Context: an optimization exercise on an open-source flow, tuned for small area, a short achievable clock period and few clock cycles. The choices shown serve that exercise and are no tape-out recipe.
Where RTL was checked, it was by simulation tests only, not by an equivalence proof against the original.
Function not checked in runs 2 to 4: the RTL went through the layout flow alone.
Power figures rest on the tool's default switching activity, not on a simulated workload.

$ cat flow/config.mk
export PLATFORM = sky130hd
export DESIGN_NAME = flexka
export DESIGN_NICKNAME = flexka
export VERILOG_FILES = /design/flow/design.v
export SDC_FILE = /design/flow/constraint.sdc
export NUM_CORES = 4
export LEC_CHECK = 0
export ABC_CLOCK_PERIOD_IN_PS = 2800
export CAP_MARGIN = 20
export CORE_MARGIN = 2
export CORE_UTILIZATION = 40
export SETUP_SLACK_MARGIN = 5
export SLEW_MARGIN = 20
$ cat flow/constraint.sdc
create_clock -name core_clock -period 8.0 [get_ports {clk}]
set_input_delay 1.6000 -clock core_clock [delete_from_list [all_inputs] [get_ports {clk}]]
set_output_delay 1.6000 -clock core_clock [all_outputs]
set_load 0.01 [all_outputs]
$ cat flow/design.v
package flexka_pkg;
  typedef logic [16-1:0] word_t;
  typedef logic [$clog2(8):0] in_addr_t;
  typedef logic [$clog2(16)-1:0] out_addr_t;
  typedef logic [31:0] cycle_t;
  typedef enum logic [2:0] {
    NONE    = 3'd0,
    SIZE_A  = 3'd1,
    SIZE_B  = 3'd2,
    DATA_A  = 3'd3,
    DATA_B  = 3'd4,
    OUTADDR = 3'd5,
    START   = 3'd6
  } command_e;
  typedef enum logic [1:0] {
    IDLE, CLEAR, MULTIPLY, FLUSH
  } state_e;
endpackage
`timescale 1ns/100ps
module flexka (
  input  logic        clk,
  input  logic        rstn,
  input  logic        cmd_valid,
  input  logic [2:0]  cmd,
  input  logic [15:0] cmd_data,
  output logic [1:0]  flexka_state,
  output logic [15:0] out_data,
  output logic [31:0] elapsed_cycles
);
  localparam logic [2:0] C_SIZE_A = 3'd1, C_SIZE_B = 3'd2, C_DATA_A = 3'd3,
                         C_DATA_B = 3'd4, C_OUTADDR = 3'd5, C_START = 3'd6;
  localparam int AW = 37;
  function automatic logic [63:0] csa32(input logic [31:0] x, y, z);
    csa32 = {((x & y) | (x & z) | (y & z)) << 1, x ^ y ^ z};
  endfunction
  function automatic logic [2*AW-1:0] csaw(input logic [AW-1:0] x, y, z);
    csaw = {((x & y) | (x & z) | (y & z)) << 1, x ^ y ^ z};
  endfunction
  logic [15:0] mem_a [8];
  logic [15:0] mem_b [8];
  logic [2:0]  ptr_a, ptr_b;
  logic [2:0]  na1, nb1;   
  logic start;
  assign start = cmd_valid && cmd == C_START && !flexka_state[0];
  always_ff @(posedge clk) begin
    if (!rstn) begin
      ptr_a <= '0;
      ptr_b <= '0;
    end else if (cmd_valid) begin
      case (cmd)
        C_SIZE_A: ptr_a <= '0;
        C_SIZE_B: ptr_b <= '0;
        C_DATA_A: ptr_a <= ptr_a + 3'd1;
        C_DATA_B: ptr_b <= ptr_b + 3'd1;
        default: ;
      endcase
    end
  end
  always_ff @(posedge clk) begin
    if (cmd_valid && cmd == C_SIZE_A) na1 <= cmd_data[2:0] - 3'd1;
    if (cmd_valid && cmd == C_SIZE_B) nb1 <= cmd_data[2:0] - 3'd1;
    for (int k = 0; k < 8; k++) begin
      if (cmd_valid && cmd == C_DATA_A && ptr_a == 3'(k)) mem_a[k] <= cmd_data;
      if (cmd_valid && cmd == C_DATA_B && ptr_b == 3'(k)) mem_b[k] <= cmd_data;
    end
  end
  logic        act, a_first;
  logic [2:0]  ci, cj, ci0, cj0;
  logic [15:0] opa, opb;
  logic        ce, last;
  logic [2:0]  ni, nj, ni0, nj0;
  assign ce   = (ci == na1) || (cj == 3'd0);
  assign last = ce && (ci0 == na1) && (cj0 == nb1);
  always_comb begin
    ni = '0; nj = '0; ni0 = '0; nj0 = '0;
    if (act && !last) begin
      if (!ce) begin
        ni = ci + 3'd1; nj = cj - 3'd1; ni0 = ci0; nj0 = cj0;
      end else if (cj0 != nb1) begin
        ni = ci0; nj = cj0 + 3'd1; ni0 = ci0; nj0 = cj0 + 3'd1;
      end else begin
        ni = ci0 + 3'd1; nj = cj0; ni0 = ci0 + 3'd1; nj0 = cj0;
      end
    end
  end
  always_ff @(posedge clk) begin
    if (!rstn) act <= 1'b0;
    else if (start) act <= 1'b1;
    else if (last) act <= 1'b0;
    a_first <= start;
    ci  <= ni;
    cj  <= nj;
    ci0 <= ni0;
    cj0 <= nj0;
    opa <= mem_a[ni];
    opb <= mem_b[nj];
  end
  logic [31:0] pp [16];
  logic [31:0] l1 [11];
  logic [31:0] l2 [8];
  logic [31:0] l3 [6];
  logic [31:0] l4 [4];
  always_comb begin
    for (int k = 0; k < 16; k++) pp[k] = opb[k] ? (32'(opa) << k) : 32'd0;
    for (int g = 0; g < 5; g++) {l1[2*g+1], l1[2*g]} = csa32(pp[3*g], pp[3*g+1], pp[3*g+2]);
    l1[10] = pp[15];
    for (int g = 0; g < 3; g++) {l2[2*g+1], l2[2*g]} = csa32(l1[3*g], l1[3*g+1], l1[3*g+2]);
    l2[6] = l1[9];
    l2[7] = l1[10];
    for (int g = 0; g < 2; g++) {l3[2*g+1], l3[2*g]} = csa32(l2[3*g], l2[3*g+1], l2[3*g+2]);
    l3[4] = l2[6];
    l3[5] = l2[7];
    for (int g = 0; g < 2; g++) {l4[2*g+1], l4[2*g]} = csa32(l3[3*g], l3[3*g+1], l3[3*g+2]);
  end
  logic [31:0]   br [4];
  logic          b_v, b_first, b_ce, b_last;
  logic [AW-1:0] acc_s, acc_c;
  always_ff @(posedge clk) begin
    if (!rstn) b_v <= 1'b0;
    else b_v <= act;
    b_first <= a_first;
    b_ce    <= ce;
    b_last  <= last;
    for (int k = 0; k < 4; k++) br[k] <= l4[k];
  end
  logic [AW-1:0] x_s, x_c, t1s, t1c, t2s, t2c, t3s, t3c, t4s, t4c;
  always_comb begin
    x_s = b_first ? '0 : acc_s;
    x_c = b_first ? '0 : acc_c;
    {t1c, t1s} = csaw(AW'(br[0]), AW'(br[1]), AW'(br[2]));
    {t2c, t2s} = csaw(AW'(br[3]), x_s, x_c);
    {t3c, t3s} = csaw(t1s, t1c, t2s);
    {t4c, t4s} = csaw(t2c, t3s, t3c);
  end
  logic        c_v, c_last;
  logic [15:0] e_s, e_c;
  always_ff @(posedge clk) begin
    if (!rstn) c_v <= 1'b0;
    else c_v <= b_v && b_ce;
    c_last <= b_last;
    e_s <= t4s[15:0];
    e_c <= t4c[15:0];
    if (b_v) begin
      if (b_ce) begin
        acc_s <= AW'(t4s[AW-1:16]);
        acc_c <= AW'(t4c[AW-1:16]);
      end else begin
        acc_s <= t4s;
        acc_c <= t4c;
      end
    end
  end
  logic [3:0]  wk;
  logic        cout_r;
  logic [15:0] mem_p [15];
  logic [16:0] wsum;
  assign wsum = 17'(e_s) + 17'(e_c) + 17'(cout_r);
  always_ff @(posedge clk) begin
    if (start) begin
      wk     <= '0;
      cout_r <= 1'b0;
    end else if (c_v) begin
      wk     <= wk + 4'd1;
      cout_r <= wsum[16];
    end
    for (int k = 0; k < 15; k++)
      if (c_v && wk == 4'(k)) mem_p[k] <= wsum[15:0];
  end
  logic       busy;
  logic [6:0] cnt;
  always_ff @(posedge clk) begin
    if (!rstn) begin
      busy <= 1'b0;
      cnt  <= '0;
    end else begin
      if (start) busy <= 1'b1;
      else if (c_v && c_last) busy <= 1'b0;
      if (start) cnt <= '0;
      else if (busy) cnt <= cnt + 7'd1;
    end
  end
  logic [3:0]  ra0, ra1;
  logic [15:0] out_q, top;
  assign top = acc_s[15:0] + acc_c[15:0] + 16'(cout_r);
  always_ff @(posedge clk) begin
    if (!rstn) begin
      ra0 <= '0;
      ra1 <= '0;
    end else begin
      if (cmd_valid && cmd == C_OUTADDR) ra0 <= cmd_data[3:0];
      ra1 <= ra0;
    end
    if (ra1 == wk) out_q <= top;
    else if (ra1 < wk) out_q <= mem_p[ra1];
    else out_q <= '0;
  end
  assign flexka_state   = {1'b0, busy};
  assign out_data       = out_q;
  assign elapsed_cycles = {25'b0, cnt};
endmodule
$ cat flow/run.sh
#!/bin/bash
# synth_recipe.tcl (not shown) runs the flow's synth.tcl, then flattens the netlist and writes it again
# the make line also repeats each setting of config.mk as NAME=value (left out here)
make -C /OpenROAD-flow-scripts/flow DESIGN_CONFIG=/design/flow/config.mk WORK_HOME=/design/flow/orfs CLKGATE_MAP_FILE= SYNTH_SCRIPT=/design/flow/synth_recipe.tcl finish
==> flow_metrics.tcl, run 1 <==
set metrics [dict create \
    outcome "finished clean" \
    hold_class "register to register" \
    critPathLaunchType "input pin" \
    cp_slowest_cell "clkdlybuf4s50_1" \
    dp_cells 4033 \
    start_util_pct 40.3 \
    timing.rr.start "b_first" \
    grt_use_total_pct 19.4 \
    path_clk_slew_ns 0.06 \
    leakagePower_nw 16.4 \
    ant_nets 0 \
    dp_slack_ns 3.84 \
    die_y_um 310 \
    cpPeakStageDelay_ns 0.52 \
    clkLatencyLatePin_ns 0.67 \
    fin_nets 3327 \
    filler_cell_count 8141 \
    p_int_mw 8.74 \
    power.share.switching_pct 31.4 \
    vias 22300 \
    whs_path_depth 0 \
    power.share.clock_pct 29.2 \
    numPortBuffers 45 \
    cp-end-kind "register" \
    worstMarginPinSlew_ns 1.14 \
    pwr-share-seq_pct 42.8 \
    register_area_mm2 0.0217 \
    crit_buf_inv 1 \
    fin_setup_tns_ns 0 \
    wl_per_cell_um 22.0 \
    synthFlopType "edfxtp_1" \
    grt-ovfl-total 0 \
    synth_area_leader_cell "edfxtp_1" \
    fmax_mhz 335 \
    core_mm2 0.0932 \
    yosysWarnings 10 \
    r2r_end "acc_s[10]" \
    cts_buffer_depth 3 \
    slew_headroom_pct 24.1 \
    vias_per_cell 5.25 \
    cp_cell_sequence "clkdlybuf4s50_1, nand2_1, nor2_1, and2_1, and3_2" \
    yosysSeqAreaShare_pct 57.3 \
    worst_slack_ns 5.01 \
    drt-pass1-iter-count 7 \
    synthDistinctLibCells 68 \
    multi_input_area_mm2 0.0148 \
    drc_errors 0 \
    synth_most_common_cell "edfxtp_1" \
    drt-initial-drc-count 1941 \
    postSynthCellCount 2821 \
    switchingPower_mw 4.01 \
    totalWireLength_mm 93.2 \
    die_area_mm2 0.0964 \
    yosys.area.top_type_share_pct 46.0 \
    whs_endpoint "c_last" \
    place.gp.congestion 0.873 \
    numCtsBuffers 82 \
    min_from "b_last" \
    syn_area_mm2 0.0376 \
    antenna_found_initial 2 \
    ys_ff_latch 788 \
    grt_pass1_wl_mm 140 \
    rsz0062_at_grt "true" \
    cts_hold_buf 0 \
    crit_fanout 16 \
    htreeDepth 3 \
    fin_crit_ns 2.99 \
    synth_commonest_cells "576 x edfxtp_1, 355 x inv_1, 258 x fa_1" \
    io-pin-count 72 \
    crit_type "input pin to register" \
    drv_cap 0 \
    area_delta_synth_final_pct 14.9 \
    synth.avg_cell_area_um2 13.3 \
    fin_skew_ns 0.0374 \
    drive_gt1_share_pct 12.6 \
    r2r_slack_ns 5.03 \
    die_x_um 310 \
    fp-row-count 112 \
    drv_slew 0 \
    cts_tree "yes" \
    setup_violations 0 \
    grt_pass1_vias 23100 \
    cp_data_required_time_ns 8.31 \
    p_comb_share_pct 28.0 \
    irDropWorstVdd_mv 0.185 \
    place_hpwl_mm 62.1 \
    powerDensity_mw_per_mm2 295 \
    cpLargestDelayFamily "simple AND/OR/NAND/NOR gates" \
    r2r_cells 7 \
    synthArstFlopShare_pct 0 \
    cts_sinks 788 \
    synth_edf_count 576 \
    final_cells 4240 \
    fin_crit_sh_pct 37.3 \
    grt_max_degree 80 \
    hold_viol 0 \
    arrival_ns 3.30 \
    yosys-top-cells-area "edfxtp_1 46%, fa_1 14%, dfxtp_1 11%, ha_1 4.4%, inv_1 3.5%" \
    cts_root_buf "clkbuf_16" \
]
[state kept, by name, summed over array words and instances, names as in the netlist, 14 cells and up]
register	count
opb	16
mem_b	128
opa	16
acc_c	37
e_c	14
e_s	16
br	87
out_q	16
acc_s	37
mem_a	128
mem_p	240
[power groups by stage]
stage / logic [mW] / clock network [mW] / registers, mW
floorplan: 2.07 / 0 / 5.50
global placement: 3.21 / 0 / 5.56
detailed placement: 3.32 / 0 / 5.57
CTS: 3.50 / 3.79 / 5.48
global route: 3.98 / 3.94 / 5.49
finish: 3.56 / 3.72 / 5.46
[worst max path at each step]
stage               startpoint  slack, ns  cells past startpoint            to
CTS                  cmd_valid       4.99                      5  mem_b[5][14]
global route            cmd[2]       4.88                      4   mem_a[2][5]
finish                  cmd[0]       5.01                      5   mem_a[2][5]
global placement     cmd_valid       3.84                      5   mem_b[5][4]
floorplan               opa[8]       5.00                      9     br[0][21]
detailed placement   cmd_valid       3.84                      5   mem_b[6][5]
[routing by layer]
metal	wire length [um]	vias up	track usage, %	share of wire (%)
met5	0	-	0	0
met2	44400	844	31.6	48
met3	5750	208	3.34	6.2
met1	39500	11300	25.9	42
li1	-	9954	-	-
met4	3650	0	8.08	3.9
[logic make-up (layout without fill, tap and decap cells)]
logic type / after synthesis / count (layout) / synth area share [%]
other: 1 / 27 / 0.00998
and+or+nand+nor: 691 / 692 / 9.33
xor gates and xnor gates: 52 / 52 / 1.23
buffers and inverters: 486 / 623 / 5.23
AOI/OAI and AO/OA: 364 / 365 / 7.29
DFF: 788 / 788 / 57.3
muxes: 50 / 50 / 1.48
adders and majority gates: 389 / 389 / 18.1
[metrics by stage]
step           utilization (%)  area, um2  total power [mW]  hold WS [ns]
3_3_place_gp              42.2      39300              8.78         0.320
2_1_floorplan                -      37700              7.56         0.310
5_1_grt                   46.3      43200              13.4         0.336
4_1_cts                   45.7      42600              12.8         0.327
6_report                  46.3      43200              12.7         0.326
3_5_place_dp              42.2      39300              8.89         0.317
[cell type report]
class | instances | area share (%)
clock inverter | 37 | 0.823
clock buffer | 116 | 5.29
antenna | 1 | 0.00580
inverter | 356 | 3.10
tap | 1254 | 3.63
timing repair buffer | 114 | 2.67
sequential | 788 | 50.2
multi-input combinational | 1574 | 34.3
[cells in the final DEF (no fill, tap or decap), drive strengths merged, types with 25 or more instances in the layout]
cell and n:
clkbuf 117, ha 131, dlygate4sd2 25, nand2 255, nand3 45, inv 362, a222oi 25, dfxtp 212
edfxtp 576, and3 27, a21oi 47, nor2 65, fa 258, mux2 33, nor2b 74, and2 129
a22oi 86, conb 26, a221oi 56, nand2b 38, xnor2 29, o21ai 42, buf 66, clkinv 28
[timing repair]
item | CTS | global route
setup buffers | 14 | 33
cloned | 2 | 2
endpoints found under the setup margin | 413 | 342
gates resized for setup | 142 | 43
pin swaps | 12 | 18
[worst register-to-register path: cells and delay by family, from the launching register on]
kind                     cells  cell delay, ns
adder cells (fa/ha/maj)      3            1.54
buffers and inverters        2            0.36
flip-flops                   1            0.38
multiplexers                 1            0.29
AND/OR/NAND/NOR              1            0.15
Testbench counts, summed over its fixed seeds: cycles 14,268.
==> run 2, diff against run 1 <==
--- a/flow/design.v
+++ b/flow/design.v
@@ -85,6 +85,7 @@
   end
+  logic run_next;
+  assign run_next = start || (act && !last);
   always_ff @(posedge clk) begin
     if (!rstn) act <= 1'b0;
-    else if (start) act <= 1'b1;
-    else if (last) act <= 1'b0;
+    else act <= run_next;
     a_first <= start;
@@ -94,3 +95,3 @@
     cj0 <= nj0;
-    opa <= mem_a[ni];
+    opa <= run_next ? mem_a[ni] : 16'd0;
     opb <= mem_b[nj];
@@ -115,10 +116,13 @@
   logic [31:0]   br [4];
-  logic          b_v, b_first, b_ce, b_last;
+  logic          b_first, b_ce, b_last, pend;
   logic [AW-1:0] acc_s, acc_c;
   always_ff @(posedge clk) begin
-    if (!rstn) b_v <= 1'b0;
-    else b_v <= act;
+    if (!rstn) begin
+      b_ce   <= 1'b0;
+      b_last <= 1'b0;
+    end else begin
+      b_ce   <= act && ce;
+      b_last <= act && last;
+    end
     b_first <= a_first;
-    b_ce    <= ce;
-    b_last  <= last;
     for (int k = 0; k < 4; k++) br[k] <= l4[k];
@@ -127,4 +131,4 @@
   always_comb begin
-    x_s = b_first ? '0 : acc_s;
-    x_c = b_first ? '0 : acc_c;
+    x_s = b_first ? '0 : pend ? AW'(acc_s[AW-1:16]) : acc_s;
+    x_c = b_first ? '0 : pend ? AW'(acc_c[AW-1:16]) : acc_c;
     {t1c, t1s} = csaw(AW'(br[0]), AW'(br[1]), AW'(br[2]));
@@ -134,20 +138,8 @@
   end
+  always_ff @(posedge clk) begin
+    acc_s <= t4s;
+    acc_c <= t4c;
+    pend  <= b_ce;
+  end
   logic        c_v, c_last;
-  logic [15:0] e_s, e_c;
-  always_ff @(posedge clk) begin
-    if (!rstn) c_v <= 1'b0;
-    else c_v <= b_v && b_ce;
-    c_last <= b_last;
-    e_s <= t4s[15:0];
-    e_c <= t4c[15:0];
-    if (b_v) begin
-      if (b_ce) begin
-        acc_s <= AW'(t4s[AW-1:16]);
-        acc_c <= AW'(t4c[AW-1:16]);
-      end else begin
-        acc_s <= t4s;
-        acc_c <= t4c;
-      end
-    end
-  end
   logic [3:0]  wk;
@@ -156,4 +148,6 @@
   logic [16:0] wsum;
-  assign wsum = 17'(e_s) + 17'(e_c) + 17'(cout_r);
+  assign c_v    = pend;
+  assign wsum = 17'(acc_s[15:0]) + 17'(acc_c[15:0]) + 17'(cout_r);
   always_ff @(posedge clk) begin
+    c_last <= b_last;
     if (start) begin
==> flow_metrics.tcl, run 2 <==
set metrics [dict create \
    wl_per_cell_um 22.8 \
    area_delta_synth_final_pct 14.7 \
    cts_hold_buf 0 \
    synth_most_common_cell "edfxtp_1" \
    slew_headroom_pct 22.7 \
    htreeDepth 3 \
    p_int_mw 7.79 \
    fin_nets 3358 \
    fin_setup_tns_ns 0 \
    p_comb_share_pct 20.0 \
    die_x_um 307 \
    synth_area_leader_cell "edfxtp_1" \
    place.gp.congestion 0.845 \
    cts_sinks 755 \
    yosys-top-cells-area "edfxtp_1 41%, fa_1 14%, dfxtp_1 14%, ha_1 4.0%, inv_1 3.2%" \
    powerDensity_mw_per_mm2 263 \
    path_clk_slew_ns 0.06 \
    start_util_pct 40.5 \
    worstMarginPinSlew_ns 1.16 \
    switchingPower_mw 3.25 \
    synthArstFlopShare_pct 0 \
    yosys.area.top_type_share_pct 41.2 \
    synth_commonest_cells "502 x edfxtp_1, 313 x inv_1, 266 x nand2_1" \
    drive_gt1_share_pct 12.3 \
    postSynthCellCount 2869 \
    hold_class "register to register" \
    fin_skew_ns 0.0378 \
    vias 22600 \
    drc_errors 0 \
    io-pin-count 72 \
    place_hpwl_mm 63.2 \
    synth_edf_count 502 \
    grt_use_total_pct 20.3 \
    power.share.clock_pct 34.8 \
    ys_ff_latch 755 \
    leakagePower_nw 15.9 \
    drt-initial-drc-count 1963 \
    vias_per_cell 5.38 \
    outcome "finished clean" \
    final_common_cell "edfxtp_1" \
    numPortBuffers 45 \
    cp-end-kind "register" \
    drv_cap 0 \
    drv_slew 0 \
    critPathLaunchType "register" \
    cts_buffer_depth 3 \
    rsz0062_at_grt "true" \
    largest_register_ffs 240 \
    irDropWorstVdd_mv 0.163 \
    pwr-share-seq_pct 45.1 \
    fin_crit_ns 3.03 \
    fin_crit_sh_pct 37.9 \
    whs_path_depth 0 \
    clkLatencyLatePin_ns 0.67 \
    antenna_found_initial 1 \
    top_regs "mem_p x240, mem_a x128, mem_b x128" \
    cts_root_buf "clkbuf_16" \
    final_cell_mix "502 x edfxtp_1, 311 x inv_1, 260 x nand2_1, 255 x fa_1, 212 x dfxtp_1" \
    holdWs_ns 0.329 \
    yosysSeqAreaShare_pct 55.0 \
    power.share.switching_pct 29.4 \
    die_y_um 307 \
    core_mm2 0.0904 \
    r2r_cells 9 \
    syn_area_mm2 0.0366 \
    fp-row-count 110 \
    grt_max_degree 57 \
    grt-ovfl-total 0 \
    grt_pass1_wl_mm 144 \
    setup_violations 0 \
    totalWireLength_mm 95.8 \
    synthDistinctLibCells 83 \
    regMostFlops "mem_p" \
    synthFlopType "edfxtp_1" \
    fmax_mhz 330 \
    cts_tree "yes" \
    ant_nets 0 \
    crit_fanout 5 \
    arrival_ns 3.56 \
    crit_type "register to register" \
    yosysWarnings 10 \
    synth.avg_cell_area_um2 12.8 \
    die_area_mm2 0.0940 \
    grt_pass1_vias 23900 \
    hold_viol 0 \
    numCtsBuffers 82 \
    drt-pass1-iter-count 5 \
    cp_data_required_time_ns 8.52 \
]
## run 2: changes by cell type after synthesis, moves of 41 or more
cell      before  now
a21oi_1       47  103
a221oi_1      56    8
a22oi_1       86   25
dfxtp_1      212  253
edfxtp_1     576  502
inv_1        355  313
mux2i_1       16  112
nor2_1        62  125
nor2b_1       74   14
## run 2: through the flow
| stage | cell area [um2] | setup WS [ns] | power [mW] | instances | utilization, % |
|---|---|---|---|---|---|
| floorplan | 36800 | 5.00 | 6.30 | 2894 | - |
| global placement | 38200 | 3.89 | 7.11 | 4001 | 42.3 |
| detailed placement | 38300 | 3.80 | 7.21 | 4004 | 42.4 |
| CTS | 41500 | 4.81 | 11.1 | 4170 | 45.8 |
| global route | 42000 | 4.88 | 11.6 | 4208 | 46.5 |
| finish | 42000 | 4.97 | 11.0 | 4209 | 46.5 |
## run 2: what timing repair did
action	in CTS	in global routing
pin swaps	5	10
buffers inserted	12	36
endpoints found under the hold margin	0	0
endpoints found under the setup margin	392	328
resized for setup	123	63
gates cloned	1	2
## run 2: worst paths after layout
path / start / end / slack, ns
max reg2reg: opa[4] / br[0][9] / 4.97
max: opa[4] / br[0][9] / 4.97
min: b_ce / pend / 0.33
min reg2reg: b_ce / pend / 0.33
## run 2: cell type report
type	count	area (um2)
fill	7890	48400
sequential	755	20300
multi-input combinational	1677	15000
clock buffer	117	2340
tap	1176	1470
timing repair buffer	133	1260
inverter	314	1190
clock inverter	36	447
antenna	1	2.50
## run 2: kinds of logic (layout without fill, tap and decap cells)
logic type | count (synthesis) | count (layout) | share of synthesized area [%]
flops | 755 | 755 | 55.0
simple gates | 692 | 694 | 9.13
buf+inv | 465 | 600 | 5.23
compound gates | 411 | 412 | 7.92
fa+ha+maj | 373 | 373 | 18.0
mux | 128 | 128 | 3.64
xor+xnor | 44 | 44 | 1.09
other cells | 1 | 27 | 0.0102
## run 2: power by group through the flow
stage,Combinational (mW),Clock (mW),Sequential [mW]
detailed placement,2.12,0,5.09
CTS,2.17,3.91,5.00
global placement,2.03,0,5.08
finish,2.21,3.84,4.98
global route,2.52,4.06,5.00
floorplan,1.33,0,4.97
## run 2: worst max-delay path, cell delays in order, from the launching register on
cell and delay [ns]:
dfxtp_4 0.34, buf_4 0.17, buf_4 0.15, and2_1 0.16, fa_1 0.54, inv_1 0.06
fa_1 0.50, fa_1 0.51, inv_1 0.05, fa_1 0.43
## run 2: routing by layer
metal	vias up	track usage (%)	wire [um]
met4	0	7.08	3220
met2	834	35.8	48000
li1	10000	-	-
met5	-	0	0
met3	212	2.89	5730
met1	11600	25.4	38800
==> run 3, diff against run 2 <==
--- a/flow/design.v
+++ b/flow/design.v
@@ -143,3 +143,3 @@
   end
-  logic        c_v, c_last;
+  logic        c_v;
   logic [3:0]  wk;
@@ -151,3 +151,2 @@
   always_ff @(posedge clk) begin
-    c_last <= b_last;
     if (start) begin
@@ -170,3 +169,3 @@
       if (start) busy <= 1'b1;
-      else if (c_v && c_last) busy <= 1'b0;
+      else if (b_last) busy <= 1'b0;
       if (start) cnt <= '0;
@@ -176,4 +175,5 @@
   logic [3:0]  ra0, ra1;
-  logic [15:0] out_q, top;
-  assign top = acc_s[15:0] + acc_c[15:0] + 16'(cout_r);
+  logic [15:0] out_q;
+  logic [31:0] top;
+  assign top = acc_s[31:0] + acc_c[31:0] + 32'(cout_r);
   always_ff @(posedge clk) begin
@@ -186,3 +186,4 @@
     end
-    if (ra1 == wk) out_q <= top;
+    if (ra1 == wk) out_q <= top[15:0];
+    else if (5'(ra1) == 5'(wk) + 5'd1) out_q <= top[31:16];
     else if (ra1 < wk) out_q <= mem_p[ra1];
--- a/flow/config.mk
+++ b/flow/config.mk
@@ -7,3 +7,2 @@
 export LEC_CHECK = 0
-export ABC_CLOCK_PERIOD_IN_PS = 2800
 export CAP_MARGIN = 20
@@ -11,2 +10,4 @@
 export CORE_UTILIZATION = 40
+export CTS_CLUSTER_DIAMETER = 90
+export CTS_CLUSTER_SIZE = 24
 export SETUP_SLACK_MARGIN = 5
==> flow_metrics.tcl, run 3 <==
set metrics [dict create \
    area_delta_synth_final_pct 12.0 \
    synth_area_leader_cell "edfxtp_1" \
    path_clk_slew_ns 0.10 \
    start_util_pct 40.5 \
    crit_fanout 6 \
    finalPower_mw 9.68 \
    die_x_um 306 \
    hold_viol 0 \
    crit_path_frequent_cell "fa_1" \
    place.gp.congestion 0.816 \
    cts_sinks 754 \
    fin_nets 3324 \
    antenna_found_initial 0 \
    cts_buffer_depth 3 \
    leakagePower_nw 15.8 \
    core_mm2 0.0903 \
    critPathLaunchType "register" \
    numPortBuffers 45 \
    worstMarginPinSlew_ns 1.20 \
    synth_most_common_cell "edfxtp_1" \
    cp_data_required_time_ns 8.54 \
    r2r_slack_ns 5.04 \
    yosysWarnings 10 \
    synthFlopType "edfxtp_1" \
    antennaDiodeCount 0 \
    wl_per_cell_um 21.3 \
    ys_ff_latch 754 \
    largest_register_ffs 240 \
    crit_type "register to register" \
    cts_root_buf "clkbuf_16" \
    cp_slowest_cell "fa_1" \
    power.share.switching_pct 31.8 \
    fmax_mhz 338 \
    grt-ovfl-total 0 \
    yosys-top-cells-area "edfxtp_1 41%, fa_1 14%, dfxtp_1 14%, ha_1 4.5%, inv_1 3.3%" \
    fin_crit_sh_pct 37.0 \
    synthArstFlopShare_pct 0 \
    grt_util_met2_pct 30.1 \
    drt-pass1-iter-count 8 \
    final_cell_mix "502 x edfxtp_1, 313 x inv_1, 260 x nand2_1, 253 x fa_1, 213 x dfxtp_1" \
    setup_violations 0 \
    powerDensity_mw_per_mm2 237 \
    grt_pass1_vias 22200 \
    irDropWorstVdd_mv 0.147 \
    register_area_mm2 0.0202 \
    totalWireLength_mm 87.9 \
    switchingPower_mw 3.08 \
    yosys.area.top_type_share_pct 41.3 \
    hold_class "register to register" \
    arrival_ns 3.50 \
    die_y_um 306 \
    drt-initial-drc-count 1578 \
    grt_max_degree 43 \
    synth.avg_cell_area_um2 13.0 \
    p_comb_share_pct 25.0 \
    power.share.clock_pct 23.9 \
    ant_nets 0 \
    numCtsBuffers 41 \
    htreeDepth 2 \
    fp-row-count 110 \
    cp-end-kind "register" \
    vias_per_cell 5.26 \
    syn_area_mm2 0.0365 \
    regMostFlops "mem_p" \
    outcome "finished clean" \
    slew_headroom_pct 20.3 \
    cp_cell_sequence "buf_12, nand2_1, fa_1, inv_1, fa_1, inv_1, fa_1, inv_1, fa_1" \
    die_area_mm2 0.0938 \
    synth_edf_count 502 \
    grt_use_total_pct 18.5 \
    synth_commonest_cells "502 x edfxtp_1, 317 x inv_1, 266 x nand2_1" \
    cts_tree "yes" \
    filler_cell_count 8097 \
    grt_use_met3_pct 2.92 \
    rsz0062_at_grt "true" \
    top_regs "mem_p x240, mem_a x128, mem_b x128" \
    grt_use_met1_pct 26.0 \
    drive_gt1_share_pct 12.2 \
    grt_pass1_wl_mm 133 \
    fin_setup_tns_ns 0 \
    cts_hold_buf 0 \
    yosysSeqAreaShare_pct 55.1 \
    drv_slew 0 \
    drc_errors 0 \
    p_int_mw 6.60 \
    final_common_cell "edfxtp_1" \
    multi_input_area_mm2 0.0151 \
    postSynthCellCount 2805 \
    fin_skew_ns 0.0365 \
    clkLatencyLatePin_ns 0.61 \
    place_hpwl_mm 57.9 \
    synthDistinctLibCells 87 \
    cpPeakStageDelay_ns 0.54 \
    vias 21700 \
    fin_crit_ns 2.96 \
    pwr-share-seq_pct 51.1 \
    io-pin-count 72 \
    drv_cap 0 \
    busiest_layer "met2" \
]
==> run 3: repair_timing <==
action | 4_1_cts | 5_1_grt
pin swaps | 12 | 15
gates resized for setup | 121 | 68
gates cloned | 0 | 2
endpoints found under the setup margin | 430 | 375
setup buffers | 42 | 54
==> run 3: kinds of logic (layout without fill, tap and decap cells) <==
family	after synthesis	after routing	synth area share (%)
AOI/OAI and AO/OA	347	347	7.16
DFF	754	754	55.1
and+or+nand+nor	697	698	9.20
other	1	26	0.0103
xor gates and xnor gates	58	58	1.43
muxes	112	112	3.46
buffers and inverters	448	562	5.11
adders and majority gates	388	388	18.5
==> run 3: per-stage QoR <==
| stage | utilization [%] | setup WS [ns] | instance area, um2 | hold WS (ns) | std cells |
|---|---|---|---|---|---|
| final | 45.3 | 5.04 | 40900 | 0.339 | 4121 |
| after CTS | 44.4 | 4.97 | 40000 | 0.340 | 4063 |
| after global routing | 45.3 | 4.95 | 40900 | 0.346 | 4121 |
| after detailed placement | 42.4 | 3.66 | 38200 | 0.317 | 3947 |
| after floorplan | - | 5.00 | 36700 | 0.310 | 2830 |
| after global placement | 42.3 | 3.83 | 38200 | 0.311 | 3946 |
==> run 3: cell type report <==
type | instances | share of cell area [%]
flip-flops and latches | 754 | 49.5
multi-input cells | 1629 | 37.0
repair buffers | 170 | 3.95
well taps | 1176 | 3.60
inverters | 318 | 2.92
clock buffers | 62 | 2.70
clock inverters | 12 | 0.370
==> run 3: layer usage <==
layer	wire length, um	vias up
met5	0	-
met4	1810	0
met3	5460	103
met2	41300	670
met1	39300	11100
li1	-	9804
==> run 3: final timing paths <==
| kind | depth (start not counted) | start | end |
|---|---|---|---|
| min reg2reg | 0 | a_first | b_first |
| max reg2reg | 9 | opa[7] | br[0][21] |
| max | 9 | opa[7] | br[0][21] |
| min | 0 | a_first | b_first |
==> run 3: critical path: cells and delay by family, from the launching register on <==
family	cells	cell delay, ns
adder cells (fa/ha/maj)	4	2.10
buffers and inverters	4	0.29
flip-flops	1	0.43
AND/OR/NAND/NOR	1	0.07
==> run 3: power by group through the flow <==
stage | clock network (mW) | logic [mW] | registers, mW
after global routing | 2.51 | 2.73 | 4.97
after detailed placement | 0 | 2.33 | 5.06
after CTS | 2.37 | 2.33 | 4.97
after global placement | 0 | 2.24 | 5.06
after floorplan | 0 | 1.56 | 4.94
final | 2.31 | 2.42 | 4.95
==> run 4, diff against run 3 <==
--- a/flow/config.mk
+++ b/flow/config.mk
@@ -10,4 +10,4 @@
 export CORE_UTILIZATION = 40
-export CTS_CLUSTER_DIAMETER = 90
-export CTS_CLUSTER_SIZE = 24
+export CTS_CLUSTER_DIAMETER = 100
+export CTS_CLUSTER_SIZE = 28
 export SETUP_SLACK_MARGIN = 5
==> flow_metrics.tcl, run 4 <==
set metrics [dict create \
    outcome "finished clean" \
    vias 21700 \
    synthArstFlopShare_pct 0 \
    crit_path_frequent_cell "fa_1" \
    final_util_pct 45.4 \
    grt_use_met1_pct 25.9 \
    drv_slew 0 \
    top_regs "mem_p x240, mem_a x128, mem_b x128" \
    worstMarginPinSlew_ns 1.10 \
    holdWs_ns 0.342 \
    fin_crit_ns 2.98 \
    cp_cell_sequence "buf_8, nand2_1, fa_1, inv_1, fa_1, inv_1, fa_1, inv_1, fa_1" \
    fin_nets 3334 \
    hold_viol 0 \
    drv_cap 0 \
    crit_fanout 7 \
    die_area_mm2 0.0938 \
    htreeDepth 2 \
    drive_gt1_share_pct 12.4 \
    dp_cells 3947 \
    place.gp.congestion 0.816 \
    yosysSeqAreaShare_pct 55.1 \
    cp_slowest_cell "fa_1" \
    cts_buffer_depth 3 \
    hold_class "register to register" \
    grt_use_met3_pct 2.88 \
    fin_setup_tns_ns 0 \
    wl_per_cell_um 21.5 \
    synth_commonest_cells "502 x edfxtp_1, 317 x inv_1, 266 x nand2_1" \
    core_mm2 0.0903 \
    regMostFlops "mem_p" \
    clkLatencyLatePin_ns 0.61 \
    cts_sinks 754 \
    irDropWorstVdd_mv 0.162 \
    cpPeakStageDelay_ns 0.55 \
    largest_register_ffs 240 \
    fp-row-count 110 \
    synth.avg_cell_area_um2 13.0 \
    grt_pass1_wl_mm 133 \
    yosysWarnings 10 \
    final_common_cell "edfxtp_1" \
    grt-ovfl-total 0 \
    synth_most_common_cell "edfxtp_1" \
    ys_ff_latch 754 \
    crit_buf_inv 4 \
    numCtsBuffers 36 \
    synth_edf_count 502 \
    cp_data_required_time_ns 8.56 \
    die_x_um 306 \
    yosys-top-cells-area "edfxtp_1 41%, fa_1 14%, dfxtp_1 14%, ha_1 4.5%, inv_1 3.3%" \
    place_hpwl_mm 57.9 \
    yosys.area.top_type_share_pct 41.3 \
    powerDensity_mw_per_mm2 234 \
    leakagePower_nw 15.9 \
    postSynthCellCount 2805 \
    setup_violations 0 \
    synthFlopType "edfxtp_1" \
    area_delta_synth_final_pct 12.1 \
    multi_input_area_mm2 0.0151 \
    antennaDiodeCount 0 \
    filler_cell_count 8069 \
    cp-end-kind "register" \
    slew_headroom_pct 27.0 \
    rsz0062_at_grt "true" \
    syn_area_mm2 0.0365 \
    final_cells 4127 \
    busiest_layer "met2" \
    ant_nets 0 \
    start_util_pct 40.5 \
    fin_crit_sh_pct 37.3 \
    grt_use_total_pct 18.5 \
    final_cell_mix "502 x edfxtp_1, 314 x inv_1, 261 x nand2_1, 251 x fa_1, 213 x dfxtp_1" \
    fin_skew_ns 0.0499 \
    drt-pass1-iter-count 6 \
    synth_area_leader_cell "edfxtp_1" \
    cts_root_buf "clkbuf_16" \
    synthDistinctLibCells 87 \
    numPortBuffers 45 \
    antenna_found_initial 0 \
    arrival_ns 3.54 \
    register_area_mm2 0.0202 \
    fmax_mhz 335 \
    vias_per_cell 5.26 \
    io-pin-count 72 \
    drt-initial-drc-count 1671 \
    cpLargestDelayFamily "adder cells" \
    grt_pass1_vias 22100 \
    crit_type "register to register" \
    totalWireLength_mm 88.6 \
    critPathLaunchType "register" \
    grt_max_degree 43 \
    die_y_um 306 \
    path_clk_slew_ns 0.11 \
    grt_util_met2_pct 30.1 \
    cts_tree "yes" \
    drc_errors 0 \
]
[run 4: per-layer routing]
layer | vias to the layer above | part of all wire (%)
li1 | 9796 | -
met1 | 11100 | 44
met2 | 691 | 47
met3 | 116 | 6.2
met4 | 0 | 2.4
met5 | - | 0
[run 4: layout make-up]
type,instances,area share [%]
Sequential cell,754,49.4
Inverter,318,2.92
Clock buffer,55,2.40
Timing Repair Buffer,185,4.28
Tap cell,1176,3.59
Clock inverter,10,0.437
Multi-Input combinational cell,1629,37.0
[run 4: through the flow]
stage	power [mW]	setup slack, ns	area (um2)
2_1_floorplan	6.50	5.00	36700
3_3_place_gp	7.30	3.83	38200
3_5_place_dp	7.39	3.66	38200
4_1_cts	9.58	4.99	40000
5_1_grt	10.1	4.93	41000
6_report	9.57	5.02	41000
[run 4: path summary, 6_finish.rpt]
| kind | startpoint | endpoint | slack, ns | cells past startpoint |
|---|---|---|---|---|
| hold / removal | a_first | b_first | 0.34 | 0 |
| hold reg to reg | a_first | b_first | 0.34 | 0 |
| setup reg to reg | opb[11] | br[0][15] | 5.02 | 9 |
| setup / recovery | opb[11] | br[0][15] | 5.02 | 9 |
[run 4: cell families after synthesis]
family                   after synthesis  share of synthesized area, %
buffers and inverters                448                          5.11
multiplexers                         112                          3.46
other                                  1                        0.0103
AND/OR/NAND/NOR                      697                          9.20
flip-flops                           754                          55.1
XOR/XNOR                              58                          1.43
adder cells (fa/ha/maj)              388                          18.5
AO/OA/AOI/OAI                        347                          7.16
[run 4: what timing repair did]
item                                    CTS  global route
cloned                                    0             2
gates resized for setup                 123            85
hold buffers                              0             0
pin swaps                                12            21
endpoints found under the setup margin  430           374
buffers inserted                         42            69
[run 4: where the power goes]
| group | switching (mW) | internal [mW] |
|---|---|---|
| combinational | 1.54 | 0.870 |
| clock | 1.28 | 0.936 |
| sequential | 0.222 | 4.72 |
==> run 5, diff against run 4 <==
--- a/flow/design.v
+++ b/flow/design.v
@@ -31,3 +31,3 @@
                          C_DATA_B = 3'd4, C_OUTADDR = 3'd5, C_START = 3'd6;
-  localparam int AW = 37;
+  localparam int AW = 36;
   function automatic logic [63:0] csa32(input logic [31:0] x, y, z);
@@ -123,3 +123,3 @@
     end else begin
-      b_ce   <= act && ce;
+      b_ce   <= act && ce && !last;
       b_last <= act && last;
@@ -146,3 +146,3 @@
   logic        cout_r;
-  logic [15:0] mem_p [15];
+  logic [15:0] mem_p [14];
   logic [16:0] wsum;
@@ -158,3 +158,3 @@
     end
-    for (int k = 0; k < 15; k++)
+    for (int k = 0; k < 14; k++)
       if (c_v && wk == 4'(k)) mem_p[k] <= wsum[15:0];
--- a/flow/config.mk
+++ b/flow/config.mk
@@ -9,5 +9,5 @@
 export CORE_MARGIN = 2
-export CORE_UTILIZATION = 40
-export CTS_CLUSTER_DIAMETER = 100
-export CTS_CLUSTER_SIZE = 28
+export CORE_UTILIZATION = 55
+export CTS_CLUSTER_DIAMETER = 90
+export CTS_CLUSTER_SIZE = 24
 export SETUP_SLACK_MARGIN = 5
==> flow_metrics.tcl, run 5 <==
set metrics [dict create \
    outcome "finished clean" \
    synth_area_leader_cell "edfxtp_1" \
    synth_simple_gate_area_share_pct 8.91 \
    fin_setup_tns_ns 0 \
    synth_top_family_by_area "adder cells" \
    fin_nets 3306 \
    crit_fanout 3 \
    hold_class "register to register" \
    synthFlopType "edfxtp_1" \
    yosysSeqAreaShare_pct 54.8 \
    synth_commonest_cells "486 x edfxtp_1, 319 x inv_1, 274 x nand2_1" \
    worstMarginPinSlew_ns 1.15 \
    cpPeakStageDelay_ns 0.44 \
    dr_wl_met2_mm 43.4 \
    grt-ovfl-total 0 \
    r2r_end "out_q[0]" \
    yosys-top-cells-area "edfxtp_1 41%, fa_1 14%, dfxtp_1 14%, ha_1 4.5%, inv_1 3.3%" \
    synth_fa_ha_area_share_pct 18.9 \
    drt-pass1-iter-count 8 \
    cts_tree "yes" \
    clkLatencyLatePin_ns 0.61 \
    synth_mux_area_share_pct 2.42 \
    cp_cell_sequence "ha_1, ha_1, a211oi_1, o21ai_0, and2_1, a21oi_1, o21bai_1, a31oi_2, xor2_1, o221ai_1" \
    final_common_cell "edfxtp_1" \
    slew_headroom_pct 23.2 \
    vias_per_cell 5.73 \
    synth.avg_cell_area_um2 12.7 \
    core_mm2 0.0643 \
    antenna_found_initial 2 \
    wl_per_cell_um 23.6 \
    antennaDiodeCount 0 \
    grt_max_degree 50 \
    htreeDepth 2 \
    crit_type "register to register" \
    top_regs "mem_p x224, mem_a x128, mem_b x128" \
    vias 21700 \
    fin_skew_ns 0.0333 \
    ant_nets 0 \
    hold_viol 0 \
    fmax_mhz 325 \
    synth-xor-area-share_pct 1.52 \
    place_hpwl_mm 60.1 \
    synth_edf_count 486 \
    cts_buffer_depth 3 \
    r2r_slack_ns 4.92 \
    path_clk_slew_ns 0.09 \
    wl_met1_mm 38.8 \
    met3_length_mm 5.24 \
    cp-end-kind "register" \
    regMostFlops "mem_p" \
    top_layer "met4" \
    area_delta_synth_final_pct 10.7 \
    whs_endpoint "pend" \
    start_util_pct 55.6 \
    irDropWorstVdd_mv 0.230 \
    synthDistinctLibCells 78 \
    synthArstFlopShare_pct 0 \
    critPathLaunchType "register" \
    place.gp.congestion 0.845 \
    drv_slew 0 \
    final_cells 3779 \
    largest_register_ffs 224 \
    grt_pass1_wl_mm 132 \
    synth_compound_area_share_pct 8.25 \
    grt_pass1_vias 21600 \
    min_from "b_ce" \
    die_x_um 259 \
    r2r_cells 10 \
    cts_sinks 736 \
    timing.rr.start "acc_s[0]" \
    fin_crit_ns 3.08 \
    fin_crit_sh_pct 38.5 \
    yosys.area.top_type_share_pct 40.8 \
    drv_cap 0 \
    ys_ff_latch 736 \
    io-pin-count 72 \
    final_util_pct 61.5 \
    numCtsBuffers 39 \
    grt_use_total_pct 26.2 \
    fp-row-count 93 \
    die_area_mm2 0.0671 \
    whs_path_depth 0 \
    final_cell_mix "486 x edfxtp_1, 315 x inv_1, 269 x nand2_1, 255 x fa_1, 212 x dfxtp_1" \
    drive_gt1_share_pct 10.4 \
    setup_violations 0 \
    postSynthCellCount 2814 \
    die_y_um 259 \
    numPortBuffers 45 \
    synth_most_common_cell "edfxtp_1" \
    cts_hold_buf 0 \
    cts_root_buf "clkbuf_16" \
    yosysWarnings 10 \
    syn_area_mm2 0.0358 \
    crit_path_frequent_cell "ha_1" \
    rsz0062_at_grt "true" \
    cp_data_required_time_ns 8.42 \
    drt-initial-drc-count 2099 \
    leakagePower_nw 15.2 \
    dp_cells 3631 \
    arrival_ns 3.50 \
    cp_slowest_cell "a31oi_2" \
    powerDensity_mw_per_mm2 237 \
    totalWireLength_mm 89.4 \
    drc_errors 0 \
]
==> run 5: cell count changes after synthesis, sizes merged, moves of 11 or more <==
cell | previous run | this run
nand3 | 28 | 39
edfxtp | 502 | 486
nor2 | 142 | 97
o211ai | 3 | 20
mux2i | 96 | 82
clkbuf | 71 | 89
a22oi | 67 | 87
a22o | 22 | 5
a21oi | 49 | 121
nand4 | 23 | 11
==> run 5: kinds of logic (layout without fill, tap and decap cells) <==
family                     after synthesis  in the layout
AOI/OAI and AO/OA                      425            425
xor gates and xnor gates                62             62
buffers and inverters                  458            541
muxes                                   85             85
and+or+nand+nor                        661            663
other                                    1             26
DFF                                    736            736
adders and majority gates              386            386
==> run 5: layout make-up <==
class,instances,area (um2)
inverter,319,1200
sequential,736,19700
clock buffer,58,1070
fill,5098,24800
multi-input combinational,1647,14900
clock inverter,9,125
timing repair buffer,155,1520
tap,855,1070
==> run 5: critical path: cells and delay by family (launching register included) <==
kind                       cells  cell delay (ns)
DFF                            1             0.33
and+or+nand+nor                1             0.27
adders and majority gates      2             0.46
xor gates and xnor gates       1             0.19
AOI/OAI and AO/OA              6             1.65
==> run 5: layer usage <==
| metal | up-vias | GRT usage [%] |
|---|---|---|
| met5 | - | 0 |
| met4 | 0 | 6.17 |
| met3 | 108 | 2.86 |
| met2 | 697 | 43.2 |
| met1 | 11100 | 37.6 |
| li1 | 9791 | - |
==> run 5: repair_timing <==
action | 4_1_cts | 5_1_grt
setup buffers | 17 | 62
resized for setup | 120 | 62
cloned | 1 | 1
pin swaps | 6 | 16
setup endpoints to repair | 322 | 336
==> run 5: metrics by stage <==
step	hold WS [ns]	instance area [um2]	power [mW]	setup slack (ns)
final	0.331	39600	9.38	4.92
after global routing	0.343	39600	9.89	4.76
after CTS	0.330	38700	9.39	4.91
after detailed placement	0.312	37100	7.20	3.70
after global placement	0.311	37100	7.12	3.68
after floorplan	0.310	35900	6.31	4.99
==> run 5: how the worst max path moves through the flow <==
stage                         start      endpoint  cells after the start
after floorplan           cmd_valid   mem_b[3][0]                      4
after global placement    cmd_valid  mem_b[7][11]                      5
after detailed placement  cmd_valid   mem_b[7][7]                      5
after CTS                  acc_s[0]      out_q[0]                     10
after global routing       acc_s[0]      out_q[0]                     10
final                      acc_s[0]      out_q[0]                     10
==> run 5: where the power goes <==
part | internal [mW] | switching, mW
logic | 0.841 | 1.51
registers | 4.58 | 0.221
clock network | 0.990 | 1.24
Testbench counts of run 5, summed over its fixed seeds: cycles 14,076.
==> run 6, diff against run 5 <==
--- a/flow/config.mk
+++ b/flow/config.mk
@@ -7,5 +7,6 @@
 export LEC_CHECK = 0
+export ABC_AREA = 1
 export CAP_MARGIN = 20
 export CORE_MARGIN = 2
-export CORE_UTILIZATION = 55
+export CORE_UTILIZATION = 40
 export CTS_CLUSTER_DIAMETER = 90
==> flow_metrics.tcl, run 6 <==
set metrics [dict create \
    irDropWorstVdd_mv 0.174 \
    path_clk_slew_ns 0.09 \
    worstMarginPinSlew_ns 1.13 \
    place_hpwl_mm 66.5 \
    wl_per_cell_um 19.9 \
    leakagePower_nw 17.3 \
    vias_per_cell 5.04 \
    grt_pass1_vias 24300 \
    yosysSeqAreaShare_pct 52.4 \
    synthArstFlopShare_pct 0 \
    r2r_cells 9 \
    grt_max_degree 62 \
    timing.rr.start "opa[2]" \
    fmax_mhz 337 \
    core_mm2 0.0930 \
    grt-ovfl-total 0 \
    largest_register_ffs 224 \
    cts_sinks 736 \
    top_regs "mem_p x224, mem_a x128, mem_b x128" \
    fin_setup_tns_ns 0 \
    synth.avg_cell_area_um2 10.4 \
    area_delta_synth_final_pct 10.4 \
    multi_input_area_mm2 0.0152 \
    fp-row-count 112 \
    synthFlopType "edfxtp_1" \
    totalWireLength_mm 97.4 \
    fin_nets 4022 \
    critPathLaunchType "input pin" \
    die_x_um 310 \
    ant_nets 0 \
    antenna_found_initial 2 \
    vias 24700 \
    worst_slack_ns 5.03 \
    r2r_slack_ns 5.03 \
    regMostFlops "mem_p" \
    register_area_mm2 0.0197 \
    slew_headroom_pct 24.5 \
    synth_commonest_cells "755 x nand2_1, 574 x inv_1, 486 x edfxtp_1" \
    filler_cell_count 8808 \
    synth_most_common_cell "nand2_1" \
    numCtsBuffers 41 \
    whs_endpoint "pend" \
    clkLatencyLatePin_ns 0.62 \
    drive_gt1_share_pct 7.49 \
    htreeDepth 2 \
    final_common_cell "nand2_1" \
    io-pin-count 72 \
    crit_fanout 17 \
    synth_edf_count 486 \
    rsz0062_at_grt "true" \
    drt-pass1-iter-count 6 \
    antennaDiodeCount 0 \
    drv_slew 0 \
    grt_util_met2_pct 33.3 \
    crit_type "input pin to register" \
    final_cell_mix "753 x nand2_1, 563 x inv_1, 486 x edfxtp_1, 256 x fa_1, 237 x nor2_1" \
    drt-initial-drc-count 2171 \
    grt_use_met3_pct 2.30 \
    grt_use_total_pct 20.2 \
    grt_use_met1_pct 28.2 \
    dp_slack_ns 4.06 \
    cp-end-kind "register" \
    yosys-top-cells-area "edfxtp_1 39%, fa_1 14%, dfxtp_1 13%, nand2_1 7.6%, inv_1 5.8%" \
    yosysWarnings 10 \
    ys_ff_latch 736 \
    cts_buffer_depth 3 \
    min_from "b_ce" \
    r2r_end "br[0][7]" \
    powerDensity_mw_per_mm2 232 \
    fin_crit_sh_pct 37.1 \
    syn_area_mm2 0.0374 \
    fin_skew_ns 0.0350 \
    hold_class "register to register" \
    numPortBuffers 45 \
    synth_area_leader_cell "edfxtp_1" \
    drv_cap 0 \
    cts_tree "yes" \
    die_y_um 310 \
    cts_root_buf "clkbuf_16" \
    fin_crit_ns 2.97 \
    cp_data_required_time_ns 8.33 \
    cts_hold_buf 0 \
    synthDistinctLibCells 52 \
    postSynthCellCount 3588 \
    outcome "finished clean" \
    arrival_ns 3.30 \
    setup_violations 0 \
    start_util_pct 40.2 \
    die_area_mm2 0.0960 \
    whs_path_depth 0 \
    yosys.area.top_type_share_pct 39.0 \
    grt_pass1_wl_mm 146 \
    place.gp.congestion 0.895 \
    busiest_layer "met2" \
    drc_errors 0 \
    hold_viol 0 \
]
run 6: cell type report:
| cell class | instances | share of cell area [%] |
|---|---|---|
| clock buffer | 60 | 2.68 |
| clock inverter | 15 | 0.406 |
| inverter | 582 | 5.43 |
| multi-input combinational | 2117 | 36.8 |
| sequential | 736 | 47.7 |
| tap | 1254 | 3.80 |
| timing repair buffer | 135 | 3.18 |
| timing repair inverter | 1 | 0.0182 |
run 6: worst max path at each step:
| stage | from | to | slack, ns | cells past startpoint |
|---|---|---|---|---|
| final | cmd_data[1] | nb1[2] | 5.03 | 4 |
| after global routing | cj[0] | opa[6] | 4.91 | 13 |
| after CTS | busy | flexka_state[0] | 4.81 | 1 |
| after detailed placement | cmd_valid | mem_a[0][15] | 4.06 | 9 |
| after global placement | cmd_valid | mem_a[0][3] | 4.04 | 9 |
| after floorplan | cmd_valid | mem_a[0][0] | 4.93 | 8 |
run 6: metal layers:
layer	routed length (um)	vias up
met5	0	-
met4	2650	0
met3	5370	152
met2	46300	775
met1	43200	12200
li1	-	11600
run 6: cells by family (layout without fill, tap and decap cells):
group | after synthesis | after routing | share of synthesized area, %
fa+ha+maj | 386 | 386 | 18.0
flops | 736 | 736 | 52.4
xor+xnor | 40 | 40 | 0.987
buf+inv | 764 | 793 | 8.25
compound gates | 271 | 271 | 4.11
mux | 1 | 1 | 0.0268
other cells | 1 | 26 | 0.0100
simple gates | 1389 | 1393 | 16.2
run 6: stage by stage:
stage	power, mW	hold slack (ns)	std cells	util, %	instance area (um2)
floorplan	6.36	0.310	3613	-	37800
global placement	7.30	0.311	4770	42.1	39200
detailed placement	7.35	0.312	4770	42.1	39200
CTS	9.64	0.331	4865	43.9	40800
global route	10.1	0.338	4900	44.4	41300
finish	9.59	0.329	4900	44.4	41300
run 6: repair_timing:
item	CTS	global route
setup endpoints to repair	370	227
resized for setup	82	41
setup buffers	19	30
pin swaps	15	5
gates cloned	1	4
run 6: power breakdown:
group	internal, mW	switching, mW
combinational	0.787	1.72
clock	1.02	1.31
sequential	4.58	0.184
total	6.38	3.21
run 6: critical path: stages:
cell and delay [ns]:
clkdlybuf4s50_1 1.17, inv_1 0.14, ha_1 0.24, xor2_1 0.15
==> run 7, diff against run 6 <==
--- a/flow/config.mk
+++ b/flow/config.mk
@@ -7,3 +7,2 @@
 export LEC_CHECK = 0
-export ABC_AREA = 1
 export CAP_MARGIN = 20
==> flow_metrics.tcl, run 7 <==
set metrics [dict create \
    fin_skew_ns 0.0556 \
    fin_setup_tns_ns 0 \
    critPathLaunchType "register" \
    crit_type "register to register" \
    synthFlopType "edfxtp_1" \
    hold_class "register to register" \
    synthArstFlopShare_pct 0 \
    vias_per_cell 5.34 \
    numCtsBuffers 39 \
    synth_most_common_cell "edfxtp_1" \
    cts_sinks 736 \
    r2r_slack_ns 5.05 \
    vias 21800 \
    die_x_um 303 \
    drv_cap 0 \
    grt_pass1_wl_mm 135 \
    path_clk_slew_ns 0.09 \
    fin_nets 3284 \
    final_common_cell "edfxtp_1" \
    synth.avg_cell_area_um2 12.7 \
    fin_crit_ns 2.95 \
    timing.rr.start "opa[4]" \
    whs_path_depth 0 \
    yosysSeqAreaShare_pct 54.8 \
    switchingPower_mw 3.02 \
    r2r_cells 8 \
    cp_slowest_cell "fa_1" \
    whs_endpoint "b_first" \
    powerDensity_mw_per_mm2 238 \
    cts_hold_buf 0 \
    numPortBuffers 45 \
    worstMarginPinSlew_ns 1.16 \
    cpPeakStageDelay_ns 0.55 \
    r2r_end "br[0][18]" \
    synthDistinctLibCells 78 \
    ys_ff_latch 736 \
    totalWireLength_mm 90.0 \
    die_area_mm2 0.0918 \
    grt_max_degree 42 \
    cp-end-kind "register" \
    place.gp.congestion 0.820 \
    drt-initial-drc-count 2081 \
    min_from "a_first" \
    grt_pass1_vias 22000 \
    io-pin-count 72 \
    core_mm2 0.0885 \
    cp_cell_sequence "nand2_1, fa_1, inv_1, fa_1, inv_1, fa_1, inv_1, fa_1" \
    antenna_found_initial 1 \
    synth_area_leader_cell "edfxtp_1" \
    crit_fanout 16 \
    setup_violations 0 \
    leakagePower_nw 15.2 \
    final_cells 4071 \
    slew_headroom_pct 22.8 \
    irDropWorstVdd_mv 0.193 \
    largest_register_ffs 224 \
    power.share.switching_pct 31.8 \
    htreeDepth 2 \
    antennaDiodeCount 0 \
    p_comb_share_pct 25.4 \
    regMostFlops "mem_p" \
    cts_root_buf "clkbuf_16" \
    cp_data_required_time_ns 8.54 \
    crit_path_frequent_cell "fa_1" \
    die_y_um 303 \
    syn_area_mm2 0.0358 \
    drt-pass1-iter-count 8 \
    area_delta_synth_final_pct 11.5 \
    ant_nets 0 \
    final_cell_mix "486 x edfxtp_1, 319 x inv_1, 273 x nand2_1, 253 x fa_1, 209 x dfxtp_1" \
    hold_viol 0 \
    fp-row-count 109 \
    worst_slack_ns 5.05 \
    synth_edf_count 486 \
    filler_cell_count 7856 \
    postSynthCellCount 2814 \
    start_util_pct 40.4 \
    synth_commonest_cells "486 x edfxtp_1, 319 x inv_1, 274 x nand2_1" \
    p_int_mw 6.48 \
    grt-ovfl-total 0 \
    drv_slew 0 \
    drive_gt1_share_pct 9.77 \
    cts_tree "yes" \
    yosys-top-cells-area "edfxtp_1 41%, fa_1 14%, dfxtp_1 14%, ha_1 4.5%, inv_1 3.3%" \
    cts_buffer_depth 3 \
    outcome "finished clean" \
    wl_per_cell_um 22.1 \
    clkLatencyLatePin_ns 0.62 \
    place_hpwl_mm 60.0 \
    grt_use_total_pct 19.4 \
    yosys.area.top_type_share_pct 40.8 \
    dp_slack_ns 3.80 \
    fmax_mhz 338 \
    pwr-share-seq_pct 50.5 \
    top_regs "mem_p x224, mem_a x128, mem_b x128" \
    dp_cells 3936 \
    rsz0062_at_grt "true" \
    arrival_ns 3.50 \
    fin_crit_sh_pct 36.9 \
    drc_errors 0 \
    yosysWarnings 10 \
    power.share.clock_pct 24.0 \
]
run 7: what timing repair did:
action                                  in CTS  in global routing
resized for setup                          129                 50
pin swaps                                    6                 11
setup buffers                               19                 40
endpoints found under the setup margin     396                388
gates cloned                                 1                  3
run 7: routing by layer:
layer  up-vias  wire length (um)  global-route usage (%)  part of all wire, %
met4         2              2010                    4.64                  2.2
met3       117              6090                    2.62                  6.8
met1     11200             39400                    27.7                   44
met2       729             42500                    31.4                   47
met5         -                12                       0                0.013
li1       9751                 -                       -                    -
run 7: worst max-delay path by stage:
stage	from	to	slack [ns]	cells after the start
after floorplan	cmd_valid	mem_b[3][0]	4.99	4
after global placement	cmd_valid	mem_b[7][6]	3.84	5
after detailed placement	cmd_valid	mem_b[7][6]	3.80	5
after CTS	cmd[2]	mem_a[5][0]	4.98	4
after global routing	opa[4]	br[0][18]	4.95	8
final	opa[4]	br[0][18]	5.05	8
run 7: worst max-delay path, delay by kind of cell (launching register included):
family        cells  cell delay [ns]
simple gates      1             0.12
fa+ha+maj         4             2.11
buf+inv           3             0.18
flops             1             0.50
run 7: per-stage QoR:
stage	total power [mW]	hold slack, ns	util [%]	instance area [um2]
2_1_floorplan	6.31	0.310	-	35900
6_report	9.50	0.336	45.1	39900
3_3_place_gp	7.14	0.312	42.3	37400
3_5_place_dp	7.22	0.313	42.3	37500
5_1_grt	10.0	0.341	45.1	39900
4_1_cts	9.49	0.335	44.3	39200
run 7: logic make-up after synthesis:
group           share of synthesized area [%]
compound gates                           8.25
xor+xnor                                 1.52
fa+ha+maj                                18.9
buf+inv                                  5.22
flops                                    54.8
mux                                      2.42
other cells                            0.0105
simple gates                             8.91
run 7: final cells by class:
class / instances / area, um2 / area share (%)
Timing Repair Buffer: 133 / 1340 / 3.37
Inverter: 319 / 1200 / 3.00
Sequential cell: 736 / 19700 / 49.5
Tap cell: 1165 / 1460 / 3.65
Clock inverter: 10 / 173 / 0.433
Multi-Input combinational cell: 1647 / 14900 / 37.4
Clock buffer: 61 / 1080 / 2.71
run 7: power by group through the flow:
stage | Sequential [mW] | Combinational [mW] | Clock [mW]
3_3_place_gp | 4.91 | 2.23 | 0
6_report | 4.80 | 2.42 | 2.28
3_5_place_dp | 4.92 | 2.30 | 0
2_1_floorplan | 4.79 | 1.52 | 0
4_1_cts | 4.82 | 2.34 | 2.33
5_1_grt | 4.83 | 2.72 | 2.46
==> run 8, diff against run 7 <==
--- a/flow/config.mk
+++ b/flow/config.mk
@@ -10,2 +10,3 @@
 export CORE_UTILIZATION = 40
+export CTS_BUF_LIST = sky130_fd_sc_hd__clkbuf_8 sky130_fd_sc_hd__clkbuf_16
 export CTS_CLUSTER_DIAMETER = 90
==> flow_metrics.tcl, run 8 <==
set metrics [dict create \
    outcome "finished clean" \
    yosysSeqAreaShare_pct 54.8 \
    place.gp.congestion 0.820 \
    die_area_mm2 0.0918 \
    syn_area_mm2 0.0358 \
    whs_path_depth 0 \
    antenna_found_initial 1 \
    cp_cell_sequence "ha_1, a2111oi_0, o21ai_1, and2_1, a21oi_1, o21bai_2, a31oi_4, xor2_1, o221ai_1" \
    synthDistinctLibCells 78 \
    grt_pass1_wl_mm 135 \
    grt_max_degree 42 \
    core_mm2 0.0885 \
    synth_most_common_cell "edfxtp_1" \
    ys_ff_latch 736 \
    cp.depth 9 \
    drv_slew 0 \
    worst_slack_ns 5.05 \
    place_area_mm2 0.0375 \
    cts_buffer_depth 3 \
    leakagePower_nw 15.3 \
    ant_nets 0 \
    grt_pass1_vias 22000 \
    crit_fanout 6 \
    regMostFlops "mem_p" \
    cp_data_required_time_ns 8.43 \
    fmax_mhz 339 \
    place_hpwl_mm 60.0 \
    critPathLaunchType "register" \
    rsz0062_at_grt "true" \
    synth_area_leader_cell "edfxtp_1" \
    hold_viol 0 \
    crit_buf_inv 0 \
    postSynthCellCount 2814 \
    fin_crit_ns 2.95 \
    cts_root_buf "clkbuf_16" \
    top_regs "mem_p x224, mem_a x128, mem_b x128" \
    hold_class "register to register" \
    numPortBuffers 45 \
    finalInstanceArea_mm2 0.0399 \
    cp_slowest_cell "ha_1" \
    crit_start "acc_s[7]" \
    io-pin-count 72 \
    yosys.area.top_type_share_pct 40.8 \
    timing.rr.start "acc_s[7]" \
    grt-ovfl-total 0 \
    r2r_slack_ns 5.05 \
    grt_use_total_pct 19.4 \
    clkLatencyLatePin_ns 0.61 \
    cts_tree "yes" \
    cpPeakStageDelay_ns 0.41 \
    htreeDepth 2 \
    drt-initial-drc-count 2042 \
    area_delta_synth_final_pct 11.5 \
    setup_violations 0 \
    drc_errors 0 \
    synthArstFlopShare_pct 0 \
    antennaDiodeCount 0 \
    fin_skew_ns 0.0497 \
    fin_nets 3284 \
    r2r_cells 9 \
    yosys-top-cells-area "edfxtp_1 41%, fa_1 14%, dfxtp_1 14%, ha_1 4.5%, inv_1 3.3%" \
    die_y_um 303 \
    vias 21800 \
    fin_setup_tns_ns 0 \
    die_x_um 303 \
    synth_edf_count 486 \
    start_util_pct 40.4 \
    irDropWorstVdd_mv 0.190 \
    r2r_end "out_q[0]" \
    drt-pass1-iter-count 7 \
    arrival_ns 3.38 \
    synth.avg_cell_area_um2 12.7 \
    wl_per_cell_um 22.1 \
    yosysWarnings 10 \
    numCtsBuffers 39 \
    powerDensity_mw_per_mm2 238 \
    final_cell_mix "486 x edfxtp_1, 340 x inv_1, 273 x nand2_1, 253 x fa_1, 209 x dfxtp_1" \
    cpLargestDelayFamily "compound AO/OA/AOI/OAI gates" \
    drv_cap 0 \
    slew_headroom_pct 24.4 \
    cp-end-kind "register" \
    fin_crit_sh_pct 36.9 \
    totalWireLength_mm 90.0 \
    cts_sinks 736 \
    path_clk_slew_ns 0.10 \
    vias_per_cell 5.35 \
    crit_type "register to register" \
    finalPower_mw 9.48 \
    worstMarginPinSlew_ns 1.13 \
    cts_hold_buf 0 \
    drive_gt1_share_pct 9.77 \
    synth_commonest_cells "486 x edfxtp_1, 319 x inv_1, 274 x nand2_1" \
    dp_slack_ns 3.80 \
    largest_register_ffs 224 \
    crit_path_end "out_q[0]" \
    fp-row-count 109 \
    final_common_cell "edfxtp_1" \
    synthFlopType "edfxtp_1" \
]
run 8: changes by cell type in the layout (fill, tap and decap cells not counted):
| cell | change |
|---|---|
| clkbuf_1 | -21 |
| inv_1 | +21 |
run 8: what timing repair did:
action                                  CTS  global route
resized for setup                       129            50
cloned                                    1             3
pin swaps                                 6            11
endpoints found under the setup margin  396           387
buffers inserted                         19            40
run 8: cells by family (layout without fill, tap and decap cells):
kind of cell	count (synthesis)	in the layout	synth area share (%)
muxes	85	85	2.42
other	1	26	0.0105
buffers and inverters	458	523	5.22
and+or+nand+nor	661	663	8.91
adders and majority gates	386	386	18.9
AOI/OAI and AO/OA	425	425	8.25
DFF	736	736	54.8
xor gates and xnor gates	62	62	1.52
run 8: final cells by class:
type / instances / area [um2]
multi-input combinational: 1647 / 14900
tap: 1165 / 1460
fill: 7856 / 48600
sequential: 736 / 19700
timing repair buffer: 133 / 1340
clock buffer: 40 / 1000
clock inverter: 31 / 251
inverter: 319 / 1200
run 8: worst min-delay path by stage:
stage | slack [ns] | from | to
global route | 0.34 | a_first | b_first
finish | 0.34 | a_first | b_first
floorplan | 0.31 | a_first | b_first
CTS | 0.33 | a_first | b_first
detailed placement | 0.31 | a_first | b_first
global placement | 0.31 | b_ce | pend
run 8: routing by layer:
metal  routed length (um)  GRT usage, %  vias to the layer above
li1                     -             -                     9760
met1                39600          27.7                    11200
met2                42700          31.4                      733
met3                 5900          2.62                      107
met4                 1880          4.64                        2
met5                   12             0                        -
run 8: power by group:
part	total, mW	internal (mW)	switching (mW)
Combinational	2.42	0.871	1.55
Sequential	4.80	4.58	0.227
Clock	2.26	1.01	1.25
Total	9.48	6.46	3.02
run 8: per-stage QoR:
| step | hold WS, ns | util [%] | cells |
|---|---|---|---|
| 2_1_floorplan | 0.310 | - | 2839 |
| 3_3_place_gp | 0.312 | 42.3 | 3935 |
| 3_5_place_dp | 0.313 | 42.3 | 3936 |
| 4_1_cts | 0.335 | 44.3 | 4027 |
| 5_1_grt | 0.341 | 45.1 | 4071 |
| 6_report | 0.336 | 45.1 | 4071 |

==> re-timing with driven ports <==
How much do the figures lean on ideal ports? The routed layouts below were timed once more, with nothing changed but the port constraints. Step 1 assumes that a clkbuf_16 drives the clock port and a buf_2 every other input. Step 2, shift: input delay + t, output delay - t, t = (earliest + latest rising clock arrival at the registers) / 2. This alone moves slack from input paths to output paths. Slacks: no drivers / after step 1 / after step 2; pairs: no drivers / after step 1.
run	t, ns	setup WS [ns]	worst setup path at the end
run 1	0.714	5.013 / 5.000 / 4.332	input to register
run 2	0.710	4.968 / 4.968 / 4.344	input to register
run 3	0.654	5.043 / 5.043 / 4.453	input to register
run 4	0.647	5.016 / 5.016 / 4.456	input to register
run 5	0.656	4.918 / 4.918 / 4.419	input to register
run 6	0.671	5.029 / 5.032 / 4.371	input to register
run 7	0.659	5.045 / 5.026 / 4.420	input to register
run 8	0.657	5.047 / 5.026 / 4.422	input to register
After both steps every run listed still meets setup and hold. For run 1, which loses most, drivers alone change the setup slack by -0.013 ns; drivers and shift together by -0.681 ns.
